Context: an optimization exercise on an open-source flow, tuned for a short achievable clock period and few clock cycles per item. The choices shown serve that exercise and are no tape-out recipe.
Only simulation tests tie the RTL to the original design; equivalence was not proved.
Power figures rest on the tool's default switching activity, not on a simulated workload.

==> inputs of trial 7 <==
==> flow/design.v <==
`default_nettype none
package cache_pkg;
	localparam int NUM_SETS = 8;
	localparam int NUM_WAYS = 2;
	localparam int TAG_MSB = 15;
	localparam int TAG_LSB = 7;
	localparam int INDEX_MSB = 6;
	localparam int INDEX_LSB = 4;
	localparam int OFFSET_MSB = 3;
	localparam int OFFSET_LSB = 1;
	typedef logic [15:0] word_t;
	typedef logic [1:0] byte_en_t;
	typedef logic [TAG_MSB-TAG_LSB:0] tag_t;
	typedef logic [INDEX_MSB-INDEX_LSB:0] index_t;
	typedef logic [OFFSET_MSB-OFFSET_LSB:0] offset_t;
	typedef logic [127:0] line_t;
	typedef enum logic
	{
		client_fetch = 1'b0,
		client_data = 1'b1
	} client_t;
endpackage
`default_nettype wire
`timescale 1ns/1ps
`default_nettype none
module mem_subsystem (
	input wire logic clk,
	input wire logic rst_n,
	input wire logic if_req,
	input wire cache_pkg::word_t if_addr,
	output logic if_ack,
	output cache_pkg::word_t if_rdata,
	input wire logic dc_req,
	input wire logic dc_write,
	input wire cache_pkg::byte_en_t dc_byte_en,
	input wire cache_pkg::word_t dc_addr,
	input wire cache_pkg::word_t dc_wdata,
	output logic dc_ack,
	output cache_pkg::word_t dc_rdata,
	output logic pmem_req,
	output logic pmem_write,
	output cache_pkg::word_t pmem_addr,
	output cache_pkg::line_t pmem_wdata,
	input wire logic pmem_ack,
	input wire cache_pkg::line_t pmem_rdata
);
	localparam logic [1:0] PH_WB = 2'd0;
	localparam logic [1:0] PH_WB_REL = 2'd1;
	localparam logic [1:0] PH_REFILL = 2'd2;
	logic [1:0][7:0][8:0] tag_q;
	logic [1:0][7:0][7:0][15:0] line_q;
	logic [1:0][7:0] valid_q;
	logic [1:0][7:0] dirty_q;
	logic [7:0] lru_q;
	logic [7:0] avail_q;
	logic [7:0] set_vdirty;
	logic [7:0][8:0] set_vtag;
	logic [7:0][127:0] set_vline;
	logic [1:0] req;
	logic [1:0][15:0] addr;
	logic [1:0][8:0] tag;
	logic [1:0][2:0] set;
	logic [1:0][2:0] off;
	logic [1:0][7:0] set_oh;
	logic [1:0][7:0] off_oh;
	logic [1:0][1:0][7:0] match;
	logic [1:0][7:0] set_hit;
	logic [1:0][7:0] set_hit1;
	logic [1:0] hit;
	logic [1:0] hit_way;
	logic [1:0] miss;
	logic [1:0][1:0][7:0][15:0] line_word;
	logic [1:0][7:0][15:0] set_word;
	logic [1:0][15:0] hit_word;
	logic [15:0] store_word;
	logic [1:0] vict;
	logic [1:0] ack_q;
	logic [1:0][15:0] rdata_q;
	logic [1:0] active;
	logic [1:0] do_hit;
	logic [1:0] want_miss;
	logic [1:0] start;
	logic sel;
	logic tok_q;
	logic [8:0] sel_tag;
	logic [2:0] sel_set;
	logic [7:0] sel_set_oh;
	logic sel_vdirty;
	logic [8:0] sel_vtag;
	logic [127:0] sel_vline;
	logic mem_free;
	logic mem_busy;
	logic mem_owner;
	logic [1:0] mem_phase;
	logic [2:0] mem_set;
	logic [7:0] mem_set_oh;
	logic mem_way;
	logic [8:0] mem_tag;
	logic [2:0] mem_off;
	logic mem_wr;
	logic [1:0] mem_be;
	logic [15:0] mem_wdata;
	logic fill_done;
	logic [15:0] fill_word;
	logic [127:0] fill_line;
	logic pmem_req_q;
	logic pmem_write_q;
	logic [15:0] pmem_addr_q;
	logic [127:0] pmem_wdata_q;
	assign req = {dc_req, if_req};
	assign addr = {dc_addr, if_addr};
	for (genvar s = 0; s < 8; s++)
	begin : g_vict
		assign set_vdirty[s] = lru_q[s] ? dirty_q[1][s] : dirty_q[0][s];
		assign set_vtag[s] = lru_q[s] ? tag_q[1][s] : tag_q[0][s];
		assign set_vline[s] = lru_q[s] ? line_q[1][s] : line_q[0][s];
	end
	for (genvar c = 0; c < 2; c++)
	begin : g_client
		assign tag[c] = addr[c][15:7];
		assign set[c] = addr[c][6:4];
		assign off[c] = addr[c][3:1];
		assign set_oh[c] = 8'b1 << set[c];
		assign off_oh[c] = 8'b1 << off[c];
		for (genvar w = 0; w < 2; w++)
		begin : g_way
			for (genvar s = 0; s < 8; s++)
			begin : g_set
				assign match[c][w][s] = valid_q[w][s] && (tag_q[w][s] == tag[c]);
			end
		end
		assign set_hit[c] = set_oh[c] & avail_q & (match[c][0] | match[c][1]);
		assign set_hit1[c] = set_oh[c] & match[c][1];
		assign hit[c] = |set_hit[c];
		assign miss[c] = |(set_oh[c] & avail_q & ~(match[c][0] | match[c][1]));
		assign hit_way[c] = |set_hit1[c];
		for (genvar w = 0; w < 2; w++)
		begin : g_rd
			for (genvar s = 0; s < 8; s++)
			begin : g_line
				assign line_word[c][w][s] = line_q[w][s][off[c]];
			end
		end
		for (genvar s = 0; s < 8; s++)
		begin : g_set_word
			assign set_word[c][s] = match[c][1][s] ? line_word[c][1][s] : line_word[c][0][s];
		end
		assign vict[c] = |(set_oh[c] & lru_q);
		assign hit_word[c] = set_word[c][set[c]];
		assign active[c] = req[c] && !ack_q[c] && !(mem_busy && mem_owner == c);
		assign do_hit[c] = active[c] && hit[c];
		assign want_miss[c] = active[c] && miss[c];
	end
	always_comb
	begin
		store_word = hit_word[1];
		if (dc_write && dc_byte_en[0])
			store_word[7:0] = dc_wdata[7:0];
		if (dc_write && dc_byte_en[1])
			store_word[15:8] = dc_wdata[15:8];
	end
	assign mem_free = !mem_busy && !pmem_ack;
	assign sel = (active[0] && active[1]) ? tok_q : active[1];
	assign start[0] = want_miss[0] && mem_free && !sel && !(active[1] && |(set_hit[1] & set_oh[0]));
	assign start[1] = want_miss[1] && mem_free && sel && !(active[0] && |(set_hit[0] & set_oh[1]));
	always_ff @(posedge clk or negedge rst_n)
	begin
		if (!rst_n)
			tok_q <= 1'b0;
		else
			tok_q <= want_miss[1] && !want_miss[0];
	end
	assign sel_tag = tag[sel];
	assign sel_set = set[sel];
	assign sel_set_oh = set_oh[sel];
	always_comb
	begin
		sel_vdirty = 1'b0;
		sel_vtag = '0;
		sel_vline = '0;
		for (int s = 0; s < 8; s++)
			if (sel_set_oh[s])
			begin
				sel_vdirty = sel_vdirty | set_vdirty[s];
				sel_vtag = sel_vtag | set_vtag[s];
				sel_vline = sel_vline | set_vline[s];
			end
	end
	assign mem_set = set[mem_owner];
	assign mem_set_oh = set_oh[mem_owner];
	assign mem_way = vict[mem_owner];
	assign mem_tag = tag[mem_owner];
	assign mem_off = off[mem_owner];
	assign mem_wr = mem_owner && dc_write;
	assign mem_be = dc_byte_en;
	assign mem_wdata = dc_wdata;
	assign fill_done = mem_busy && mem_phase == PH_REFILL && pmem_ack;
	always_comb
	begin
		fill_line = pmem_rdata;
		fill_word = pmem_rdata[mem_off*16 +: 16];
		if (mem_wr && mem_be[0])
			fill_word[7:0] = mem_wdata[7:0];
		if (mem_wr && mem_be[1])
			fill_word[15:8] = mem_wdata[15:8];
		fill_line[mem_off*16 +: 16] = fill_word;
	end
	always_ff @(posedge clk or negedge rst_n)
	begin
		if (!rst_n)
		begin
			mem_busy <= 1'b0;
			avail_q <= '1;
			pmem_req_q <= 1'b0;
			pmem_write_q <= 1'b0;
		end
		else if (!mem_busy)
		begin
			mem_busy <= |start;
			avail_q <= ~(start[0] ? set_oh[0] : start[1] ? set_oh[1] : 8'b0);
			pmem_req_q <= |start;
			pmem_write_q <= sel_vdirty;
		end
		else
		begin
			case (mem_phase)
				PH_WB:
				begin
					if (pmem_ack)
						pmem_req_q <= 1'b0;
				end
				PH_WB_REL:
				begin
					if (!pmem_ack)
					begin
						pmem_req_q <= 1'b1;
						pmem_write_q <= 1'b0;
					end
				end
				default:
				begin
					if (pmem_ack)
					begin
						pmem_req_q <= 1'b0;
						mem_busy <= 1'b0;
						avail_q <= '1;
					end
				end
			endcase
		end
	end
	always_ff @(posedge clk)
	begin
		if (!mem_busy)
		begin
			mem_owner <= sel;
			mem_phase <= sel_vdirty ? PH_WB : PH_REFILL;
		end
		else
		begin
			case (mem_phase)
				PH_WB:
				begin
					if (pmem_ack)
						mem_phase <= PH_WB_REL;
				end
				PH_WB_REL:
				begin
					if (!pmem_ack)
						mem_phase <= PH_REFILL;
				end
				default:
				begin
				end
			endcase
		end
	end
	always_ff @(posedge clk or negedge rst_n)
	begin
		if (!rst_n)
		begin
			pmem_addr_q <= '0;
			pmem_wdata_q <= '0;
		end
		else if (!mem_busy)
		begin
			pmem_wdata_q <= sel_vline;
			pmem_addr_q <= {sel_vdirty ? sel_vtag : sel_tag, sel_set, 4'b0000};
		end
		else if (mem_phase == PH_WB_REL && !pmem_ack)
			pmem_addr_q <= {mem_tag, mem_set, 4'b0000};
	end
	for (genvar c = 0; c < 2; c++)
	begin : g_ack
		always_ff @(posedge clk or negedge rst_n)
		begin
			if (!rst_n)
				ack_q[c] <= 1'b0;
			else if (ack_q[c])
				ack_q[c] <= req[c];
			else if (do_hit[c])
				ack_q[c] <= 1'b1;
			else if (fill_done && mem_owner == c)
				ack_q[c] <= req[c];
		end
		always_ff @(posedge clk or negedge rst_n)
		begin
			if (!rst_n)
				rdata_q[c] <= '0;
			else if (!ack_q[c])
			begin
				if (mem_busy && mem_owner == c && mem_phase == PH_REFILL)
					rdata_q[c] <= fill_word;
				else
					rdata_q[c] <= (c == 1) ? store_word : hit_word[c];
			end
		end
	end
	for (genvar w = 0; w < 2; w++)
	begin : g_way_st
		for (genvar s = 0; s < 8; s++)
		begin : g_set_st
			logic fill_here;
			logic hit_here;
			logic store_here;
			logic lru_here;
			assign fill_here = fill_done && mem_way == w && mem_set_oh[s];
			if (w == 1)
				assign hit_here = match[1][1][s];
			else
				assign hit_here = match[1][0][s] && !match[1][1][s];
			assign store_here = active[1] && dc_write && set_oh[1][s] && avail_q[s] && hit_here;
			always_ff @(posedge clk)
			begin
				if (fill_here)
					tag_q[w][s] <= mem_tag;
			end
			for (genvar o = 0; o < 8; o++)
			begin : g_word
				for (genvar b = 0; b < 2; b++)
				begin : g_byte
					always_ff @(posedge clk)
					begin
						if (fill_here)
							line_q[w][s][o][b*8 +: 8] <= fill_line[o*16+b*8 +: 8];
						else if (store_here && off_oh[1][o] && dc_byte_en[b])
							line_q[w][s][o][b*8 +: 8] <= dc_wdata[b*8 +: 8];
					end
				end
			end
			always_ff @(posedge clk or negedge rst_n)
			begin
				if (!rst_n)
				begin
					valid_q[w][s] <= 1'b0;
					dirty_q[w][s] <= 1'b0;
				end
				else if (fill_here)
				begin
					valid_q[w][s] <= 1'b1;
					dirty_q[w][s] <= mem_wr;
				end
				else if (store_here)
					dirty_q[w][s] <= 1'b1;
			end
		end
	end
	for (genvar s = 0; s < 8; s++)
	begin : g_lru
		always_ff @(posedge clk or negedge rst_n)
		begin
			if (!rst_n)
				lru_q[s] <= 1'b0;
			else if (fill_done && mem_set_oh[s])
				lru_q[s] <= ~mem_way;
			else if (active[1] && set_hit[1][s])
				lru_q[s] <= ~set_hit1[1][s];
			else if (active[0] && set_hit[0][s])
				lru_q[s] <= ~set_hit1[0][s];
		end
	end
	assign pmem_req = pmem_req_q;
	assign pmem_write = pmem_write_q;
	assign pmem_addr = pmem_addr_q;
	assign pmem_wdata = pmem_wdata_q;
	assign if_ack = ack_q[0];
	assign dc_ack = ack_q[1];
	assign if_rdata = rdata_q[0];
	assign dc_rdata = rdata_q[1];
endmodule
`default_nettype wire
==> flow/run.sh <==
#!/bin/bash
# synth_recipe.tcl (not shown) runs the flow's synth.tcl, then flattens the netlist and writes it again
# the make line also repeats each setting of config.mk as NAME=value (left out here)
make -C /OpenROAD-flow-scripts/flow DESIGN_CONFIG=/design/flow/config.mk WORK_HOME=/design/flow/orfs CLKGATE_MAP_FILE= SYNTH_SCRIPT=/design/flow/synth_recipe.tcl finish
==> flow/config.mk <==
export PLATFORM = sky130hd
export DESIGN_NAME = mem_subsystem
export DESIGN_NICKNAME = mem_subsystem
export VERILOG_FILES = /design/flow/design.v
export SDC_FILE = /design/flow/constraint.sdc
export NUM_CORES = 4
export LEC_CHECK = 0
export CAP_MARGIN = 20
export CORE_MARGIN = 2
export CORE_UTILIZATION = 30
export PLACE_DENSITY = 0.45
export SETUP_SLACK_MARGIN = 3.8
export SLEW_MARGIN = 20
==> flow/constraint.sdc <==
create_clock -name core_clock -period 7.5 [get_ports {clk}]
set_input_delay 1.5000 -clock core_clock [delete_from_list [all_inputs] [get_ports {clk}]]
set_output_delay 1.5000 -clock core_clock [all_outputs]
set_load 0.01 [all_outputs]
==> build 86: changes against trial 7 <==
==> flow/design.v, changed modules only <==
module mem_subsystem (
	input wire logic clk,
	input wire logic rst_n,
	input wire logic if_req,
	input wire cache_pkg::word_t if_addr,
	output logic if_ack,
	output cache_pkg::word_t if_rdata,
	input wire logic dc_req,
	input wire logic dc_write,
	input wire cache_pkg::byte_en_t dc_byte_en,
	input wire cache_pkg::word_t dc_addr,
	input wire cache_pkg::word_t dc_wdata,
	output logic dc_ack,
	output cache_pkg::word_t dc_rdata,
	output logic pmem_req,
	output logic pmem_write,
	output cache_pkg::word_t pmem_addr,
	output cache_pkg::line_t pmem_wdata,
	input wire logic pmem_ack,
	input wire cache_pkg::line_t pmem_rdata
);
	localparam logic [1:0] PH_WB = 2'd0;
	localparam logic [1:0] PH_WB_REL = 2'd1;
	localparam logic [1:0] PH_REFILL = 2'd2;
	logic [1:0][7:0][8:0] tag_q;
	logic [1:0][7:0][7:0][15:0] line_q;
	logic [1:0][7:0] valid_q;
	logic [1:0][7:0] dirty_q;
	logic [7:0] lru_q;
	logic [7:0] avail_q;
	logic [7:0] set_vdirty;
	logic [7:0][8:0] set_vtag;
	logic [7:0][127:0] set_vline;
	logic [1:0] req;
	logic [1:0][15:0] addr;
	logic [1:0][8:0] tag;
	logic [1:0][2:0] set;
	logic [1:0][2:0] off;
	logic [1:0][7:0] set_oh;
	logic [1:0][7:0] off_oh;
	logic [1:0][1:0][7:0] match;
	logic [1:0][7:0] set_hit;
	logic [1:0][7:0] set_hit1;
	logic [1:0] hit;
	logic [1:0] hit_way;
	logic [1:0] miss;
	logic [1:0][1:0][15:0] way_word;
	logic [1:0][15:0] hit_word;
	logic [15:0] store_word;
	logic [1:0] vict;
	logic [1:0] vdirty;
	logic [1:0][8:0] vtag;
	logic [1:0][127:0] vline;
	logic [1:0] ack_q;
	logic [1:0][15:0] rdata_q;
	logic [1:0] active;
	logic [1:0] do_hit;
	logic [1:0] want_miss;
	logic [1:0] start;
	logic sel;
	logic mem_free;
	logic mem_busy;
	logic mem_owner;
	logic [1:0] mem_phase;
	logic [2:0] mem_set;
	logic [7:0] mem_set_oh;
	logic mem_way;
	logic [8:0] mem_tag;
	logic [2:0] mem_off;
	logic mem_wr;
	logic [1:0] mem_be;
	logic [15:0] mem_wdata;
	logic fill_done;
	logic [15:0] fill_word;
	logic [127:0] fill_line;
	logic pmem_req_q;
	logic pmem_write_q;
	logic [15:0] pmem_addr_q;
	logic [127:0] pmem_wdata_q;
	assign req = {dc_req, if_req};
	assign addr = {dc_addr, if_addr};
	for (genvar s = 0; s < 8; s++)
	begin : g_vict
		assign set_vdirty[s] = lru_q[s] ? dirty_q[1][s] : dirty_q[0][s];
		assign set_vtag[s] = lru_q[s] ? tag_q[1][s] : tag_q[0][s];
		assign set_vline[s] = lru_q[s] ? line_q[1][s] : line_q[0][s];
	end
	for (genvar c = 0; c < 2; c++)
	begin : g_client
		assign tag[c] = addr[c][15:7];
		assign set[c] = addr[c][6:4];
		assign off[c] = addr[c][3:1];
		assign set_oh[c] = 8'b1 << set[c];
		assign off_oh[c] = 8'b1 << off[c];
		for (genvar w = 0; w < 2; w++)
		begin : g_way
			for (genvar s = 0; s < 8; s++)
			begin : g_set
				assign match[c][w][s] = valid_q[w][s] && (tag_q[w][s] == tag[c]);
			end
		end
		assign set_hit[c] = set_oh[c] & avail_q & (match[c][0] | match[c][1]);
		assign set_hit1[c] = set_oh[c] & match[c][1];
		assign hit[c] = |set_hit[c];
		assign miss[c] = |(set_oh[c] & avail_q & ~(match[c][0] | match[c][1]));
		assign hit_way[c] = |set_hit1[c];
		always_comb
		begin
			way_word[c] = '0;
			vdirty[c] = 1'b0;
			vict[c] = 1'b0;
			vtag[c] = '0;
			vline[c] = '0;
			for (int s = 0; s < 8; s++)
			begin
				for (int o = 0; o < 8; o++)
					if (set_oh[c][s] && off_oh[c][o])
					begin
						way_word[c][0] = way_word[c][0] | line_q[0][s][o];
						way_word[c][1] = way_word[c][1] | line_q[1][s][o];
					end
				if (set_oh[c][s])
				begin
					vdirty[c] = vdirty[c] | set_vdirty[s];
					vict[c] = vict[c] | lru_q[s];
					vtag[c] = vtag[c] | set_vtag[s];
					vline[c] = vline[c] | set_vline[s];
				end
			end
		end
		assign hit_word[c] = hit_way[c] ? way_word[c][1] : way_word[c][0];
		assign active[c] = req[c] && !ack_q[c] && !(mem_busy && mem_owner == c);
		assign do_hit[c] = active[c] && hit[c];
		assign want_miss[c] = active[c] && miss[c];
	end
	always_comb
	begin
		store_word = hit_word[1];
		if (dc_write && dc_byte_en[0])
			store_word[7:0] = dc_wdata[7:0];
		if (dc_write && dc_byte_en[1])
			store_word[15:8] = dc_wdata[15:8];
	end
	assign mem_free = !mem_busy && !pmem_ack;
	assign start[0] = want_miss[0] && mem_free && !(active[1] && |(set_hit[1] & set_oh[0]));
	assign start[1] = want_miss[1] && mem_free && !want_miss[0] && !(active[0] && |(set_hit[0] & set_oh[1]));
	assign sel = !want_miss[0];
	assign mem_set = set[mem_owner];
	assign mem_set_oh = set_oh[mem_owner];
	assign mem_way = vict[mem_owner];
	assign mem_tag = tag[mem_owner];
	assign mem_off = off[mem_owner];
	assign mem_wr = mem_owner && dc_write;
	assign mem_be = dc_byte_en;
	assign mem_wdata = dc_wdata;
	assign fill_done = mem_busy && mem_phase == PH_REFILL && pmem_ack;
	always_comb
	begin
		fill_line = pmem_rdata;
		fill_word = pmem_rdata[mem_off*16 +: 16];
		if (mem_wr && mem_be[0])
			fill_word[7:0] = mem_wdata[7:0];
		if (mem_wr && mem_be[1])
			fill_word[15:8] = mem_wdata[15:8];
		fill_line[mem_off*16 +: 16] = fill_word;
	end
	always_ff @(posedge clk or negedge rst_n)
	begin
		if (!rst_n)
		begin
			mem_busy <= 1'b0;
			avail_q <= '1;
			pmem_req_q <= 1'b0;
			pmem_write_q <= 1'b0;
		end
		else if (!mem_busy)
		begin
			mem_busy <= |start;
			avail_q <= ~(start[0] ? set_oh[0] : start[1] ? set_oh[1] : 8'b0);
			pmem_req_q <= |start;
			pmem_write_q <= vdirty[sel];
		end
		else
		begin
			case (mem_phase)
				PH_WB:
				begin
					if (pmem_ack)
						pmem_req_q <= 1'b0;
				end
				PH_WB_REL:
				begin
					if (!pmem_ack)
					begin
						pmem_req_q <= 1'b1;
						pmem_write_q <= 1'b0;
					end
				end
				default:
				begin
					if (pmem_ack)
					begin
						pmem_req_q <= 1'b0;
						mem_busy <= 1'b0;
						avail_q <= '1;
					end
				end
			endcase
		end
	end
	always_ff @(posedge clk)
	begin
		if (!mem_busy)
		begin
			mem_owner <= sel;
			mem_phase <= vdirty[sel] ? PH_WB : PH_REFILL;
		end
		else
		begin
			case (mem_phase)
				PH_WB:
				begin
					if (pmem_ack)
						mem_phase <= PH_WB_REL;
				end
				PH_WB_REL:
				begin
					if (!pmem_ack)
						mem_phase <= PH_REFILL;
				end
				default:
				begin
				end
			endcase
		end
	end
	always_ff @(posedge clk or negedge rst_n)
	begin
		if (!rst_n)
		begin
			pmem_addr_q <= '0;
			pmem_wdata_q <= '0;
		end
		else if (!mem_busy)
		begin
			pmem_wdata_q <= vline[sel];
			pmem_addr_q <= {vdirty[sel] ? vtag[sel] : tag[sel], set[sel], 4'b0000};
		end
		else if (mem_phase == PH_WB_REL && !pmem_ack)
			pmem_addr_q <= {mem_tag, mem_set, 4'b0000};
	end
	for (genvar c = 0; c < 2; c++)
	begin : g_ack
		always_ff @(posedge clk or negedge rst_n)
		begin
			if (!rst_n)
				ack_q[c] <= 1'b0;
			else if (ack_q[c])
				ack_q[c] <= req[c];
			else if (do_hit[c])
				ack_q[c] <= 1'b1;
			else if (fill_done && mem_owner == c)
				ack_q[c] <= req[c];
		end
		always_ff @(posedge clk or negedge rst_n)
		begin
			if (!rst_n)
				rdata_q[c] <= '0;
			else if (!ack_q[c])
			begin
				if (mem_busy && mem_owner == c && mem_phase == PH_REFILL)
					rdata_q[c] <= fill_word;
				else
					rdata_q[c] <= (c == 1) ? store_word : hit_word[c];
			end
		end
	end
	for (genvar w = 0; w < 2; w++)
	begin : g_way_st
		for (genvar s = 0; s < 8; s++)
		begin : g_set_st
			logic fill_here;
			logic hit_here;
			logic store_here;
			logic lru_here;
			assign fill_here = fill_done && mem_way == w && mem_set_oh[s];
			if (w == 1)
				assign hit_here = match[1][1][s];
			else
				assign hit_here = match[1][0][s] && !match[1][1][s];
			assign store_here = active[1] && dc_write && set_oh[1][s] && avail_q[s] && hit_here;
			always_ff @(posedge clk)
			begin
				if (fill_here)
					tag_q[w][s] <= mem_tag;
			end
			for (genvar o = 0; o < 8; o++)
			begin : g_word
				for (genvar b = 0; b < 2; b++)
				begin : g_byte
					always_ff @(posedge clk)
					begin
						if (fill_here)
							line_q[w][s][o][b*8 +: 8] <= fill_line[o*16+b*8 +: 8];
						else if (store_here && off_oh[1][o] && dc_byte_en[b])
							line_q[w][s][o][b*8 +: 8] <= dc_wdata[b*8 +: 8];
					end
				end
			end
			always_ff @(posedge clk or negedge rst_n)
			begin
				if (!rst_n)
				begin
					valid_q[w][s] <= 1'b0;
					dirty_q[w][s] <= 1'b0;
				end
				else if (fill_here)
				begin
					valid_q[w][s] <= 1'b1;
					dirty_q[w][s] <= mem_wr;
				end
				else if (store_here)
					dirty_q[w][s] <= 1'b1;
			end
		end
	end
	for (genvar s = 0; s < 8; s++)
	begin : g_lru
		always_ff @(posedge clk or negedge rst_n)
		begin
			if (!rst_n)
				lru_q[s] <= 1'b0;
			else if (fill_done && mem_set_oh[s])
				lru_q[s] <= ~mem_way;
			else if (active[1] && set_hit[1][s])
				lru_q[s] <= ~set_hit1[1][s];
			else if (active[0] && set_hit[0][s])
				lru_q[s] <= ~set_hit1[0][s];
		end
	end
	assign pmem_req = pmem_req_q;
	assign pmem_write = pmem_write_q;
	assign pmem_addr = pmem_addr_q;
	assign pmem_wdata = pmem_wdata_q;
	assign if_ack = ack_q[0];
	assign dc_ack = ack_q[1];
	assign if_rdata = rdata_q[0];
	assign dc_rdata = rdata_q[1];
endmodule
PLACE_DENSITY = 0.35   (was 0.45)
==> trial 74: changes against trial 7 <==
--- a/flow/design.v
+++ b/flow/design.v
@@ -71,5 +71,5 @@
 	logic [1:0] miss;
 	logic [1:0][1:0][7:0][15:0] line_word;
-	logic [1:0][7:0][15:0] set_word;
+	logic [1:0][1:0][15:0] way_word;
 	logic [1:0][15:0] hit_word;
 	logic [15:0] store_word;
@@ -141,12 +141,10 @@
 				assign line_word[c][w][s] = line_q[w][s][off[c]];
 			end
-		end
-		for (genvar s = 0; s < 8; s++)
-		begin : g_set_word
-			assign set_word[c][s] = match[c][1][s] ? line_word[c][1][s] : line_word[c][0][s];
+			assign way_word[c][w] = line_word[c][w][set[c]];
 		end
 		assign vict[c] = |(set_oh[c] & lru_q);
-		assign hit_word[c] = set_word[c][set[c]];
-		assign active[c] = req[c] && !ack_q[c] && !(mem_busy && mem_owner == c);
+		assign hit_word[c] = hit_way[c] ? way_word[c][1] : way_word[c][0];
+		assign active[c] = req[c] && !ack_q[c] && !mem_busy && !ack_q[1-c]
+			&& (c == 1 || !dc_req);
 		assign do_hit[c] = active[c] && hit[c];
 		assign want_miss[c] = active[c] && miss[c];
PLACE_DENSITY = 0.35   (was 0.45)
==> notes <==
Trial 74 ran to the end with no violations. Trial 7 passed the timing, design-rule and antenna checks. Build 86 stopped in global routing.
Critical path depth: trial 74 is higher than trial 7 (1).
Between trial 7 and trial 74, the lower clock skew is in trial 74 (gap 30 ps).
Register-to-register slack: trial 74 is worse than trial 7 (420 ps).
Of trial 74 and trial 7, trial 7 has the higher via count (gap 2.0%, measured against trial 7).
Between trial 74 and trial 7, the lower first-iteration DRC count is in trial 74 (gap 5.1%, measured against trial 7).
Of trial 7 and trial 74, trial 7 has the higher sequential power (gap about 2%, measured against trial 74).
Utilization: trial 7 is lower than trial 74 (1.8 points).
==> figures <==
quantity	trial 7	build 86	trial 74
Result of the run	finished clean	did not finish	finished clean
Failing step	-	global routing	-
DIE WIDTH	706 um	697 um	701 um
Final setup vio count	0	-	0
Count of pins over their slew limit	0	-	0
Number of diodes added for antenna fixing	86	-	138
Worst Slack Setup Final	3610 ps	-	2990 ps
Routed WL per cell	50.2 um	-	60.1 um
Highest metal used	met5	-	met5
Tapcells inserted	6,475	-	6,450
Sequential cell power	17.0 mW	-	16.6 mW
Footprint of the multi-input gates	0.0784 mm2	-	0.0816 mm2
Final period util	51.9%	-	60.1%
Critical path endpoint category	flip-flop	-	flip-flop
Xor and xnor area share after synthesis	1.71%	1.76%	1.72%
Worst EP arrival	4760 ps	-	5400 ps
Testbench counts of trial 7, summed over its fixed seeds: cycles 17,256, items 8,000.
Testbench counts of build 86, summed over its fixed seeds: cycles 17,140, items 8,000.
Testbench counts of trial 74, summed over its fixed seeds: cycles 27,899, items 8,000.

## afterwards: timing with drivers on the ports
Ports are ideal in the flow. The routed layouts listed here were re-timed in OpenROAD. Step 1 sets driving cells, clkbuf_16 on the clock port and buf_2 on the other inputs (assumed; they add their load-dependent delay and slew). Step 2, shift: input delay + t, output delay - t, t = (earliest + latest rising clock arrival at the registers) / 2. This alone moves slack from input paths to output paths. Three values: no drivers, after step 1, after step 2; two values: the first two.
run | t (ns) | setup WS [ns] | worst setup path after step 2 | worst register clock-pin slew, ns | pins driven straight from the clock port
trial 7 | 1.115 | 3.611 / 3.440 / 2.325 | input to register | 0.07 / 0.07 | 1
trial 74 | 1.171 | 2.994 / 3.052 / 1.881 | input to register | 0.07 / 0.07 | 1
After both steps every run listed still meets setup and hold. For trial 7, which loses most, drivers alone change the setup slack by -0.171 ns; drivers and shift together by -1.286 ns.
